Context: an optimization exercise on an open-source flow, tuned for a short achievable clock period and few clock cycles. The choices shown serve that exercise and are no tape-out recipe. Only simulation tests tie the RTL to the original design; equivalence was not proved.

build 41:
## cpu
module cpu (
  input  logic                               clk,
  input  logic                               reset,
  input  logic                               prog_we,
  input  logic [cpu_pkg::imem_addr_w-1:0]    prog_addr,
  input  logic [cpu_pkg::xlen-1:0]           prog_data,
  input  logic [cpu_pkg::reg_idx_w-1:0]      dbg_idx,
  output logic                               is_halted,
  output logic [cpu_pkg::xlen-1:0]           dbg_data
);
Size: about 42000 cells after synthesis, about 6000 flip-flops, roughly 79 I/O pins.
clock: 9.0 ns
lec_check: 0
cap_margin: 20
core_margin: 2
core_utilization: 25
place_density: 0.35
setup_slack_margin: 3.5
slew_margin: 20
tns_end_percent: 10
standard.sh (not shown) runs the stock make flow with config.mk's settings and CLKGATE_MAP_FILE= SYNTH_SCRIPT=/design/flow/synth_recipe.tcl, a recipe that flattens the netlist after the stock synthesis.
==> flow/flow/run.sh <==
#!/bin/bash
# Layout: the standard ORFS flow (standard.sh), with two changes to how cells are chosen:
# the port buffers are buf_8 instead of the default buffer cell, and the repair steps may
# resize a cell to any cell of the same function, not only one with the same footprint.
# make's full output goes to make.log in the work folder; ORFS keeps each step's log under
# orfs/logs.
set -euo pipefail
cd "$(dirname "$0")/.."
bash standard.sh "BUFFER_PORTS_ARGS=-buffer_cell sky130_fd_sc_hd__buf_8" MATCH_CELL_FOOTPRINT=0 finish > make.log 2>&1
Status: build 41 FAILED at global routing (5_1_grt) (tool error)
Testbench counts of build 41, summed over its fixed seeds: cycles 19,409.
### build 41 -> build 42
==> flow/run.sh (new file) <==
#!/bin/bash
# synth_recipe.tcl (not shown) runs the flow's synth.tcl, then flattens the netlist and writes it again
# the make line also repeats each setting of config.mk as NAME=value (left out here)
make -C /OpenROAD-flow-scripts/flow DESIGN_CONFIG=/design/flow/config.mk WORK_HOME=/design/flow/orfs CLKGATE_MAP_FILE= SYNTH_SCRIPT=/design/flow/synth_recipe.tcl finish
removed: flow/flow/run.sh
removed: flow/standard.sh
Findings:
Build 42 and build 41 ended up with nearly the same synthesized-area fraction occupied by adder cells.
~same final weighted congestion of routability-driven global placement in build 42 and build 41
~same number of cells after detailed placement in build 42 and build 41
Summary: post-detailed-placement half-perimeter wirelength, build 42 worse than build 41
Re post-synthesis cell area: no difference whatsoever between build 42 and build 41.
Build 42 vs build 41: worst slack at placement up in build 42
On register area share after synthesis, build 42 tracks build 41 almost exactly.
The run showing the greater number of gates resized after cts is build 42.
Build 42 did not finish: a tool error stopped it during global routing (5_1_grt).
Compare build 42 and build 41 | clock buffer count from CTS higher: build 41
Input changes introduced in build 26 (baseline for comparison: build 42):
- PLACE_DENSITY now 0.4, was 0.35
- CORE_UTILIZATION now 30, was 25
==> flow/flow/run.sh (new file) <==
#!/bin/bash
# Layout: the standard ORFS flow (standard.sh), with two changes to how cells are chosen:
# the port buffers are buf_8 instead of the default buffer cell, and the repair steps may
# resize a cell to any cell of the same function, not only one with the same footprint.
# make's full output goes to make.log in the work folder; ORFS keeps each step's log under
# orfs/logs.
set -euo pipefail
cd "$(dirname "$0")/.."
bash standard.sh "BUFFER_PORTS_ARGS=-buffer_cell sky130_fd_sc_hd__buf_8" MATCH_CELL_FOOTPRINT=0 finish > make.log 2>&1
==> flow/standard.sh (new file) <==
#!/bin/bash
# synth_recipe.tcl (not shown) runs the flow's synth.tcl, then flattens the netlist and writes it again
# the make line also repeats each setting of config.mk as NAME=value (left out here)
make -C /OpenROAD-flow-scripts/flow DESIGN_CONFIG=/design/flow/config.mk WORK_HOME=/design/flow/orfs CLKGATE_MAP_FILE= SYNTH_SCRIPT=/design/flow/synth_recipe.tcl "${@:-finish}"
removed: flow/run.sh
--- outcome ---
Build 26 never completed, since it errored out during global routing (5_1_grt).
As far as synthesized-area fraction occupied by ao, oa, aoi and oai cells goes, build 42 and build 26 are indistinguishable; the numbers are identical.
Delta (build 26 minus build 42): site row count went down 8.7%; post-CTS repair timing setup buffer count went down about 70%; pre-CTS setup slack went down 0.39 ns.
Compared build 42 against build 26; simple-gate portion of the synthesized area within noise.
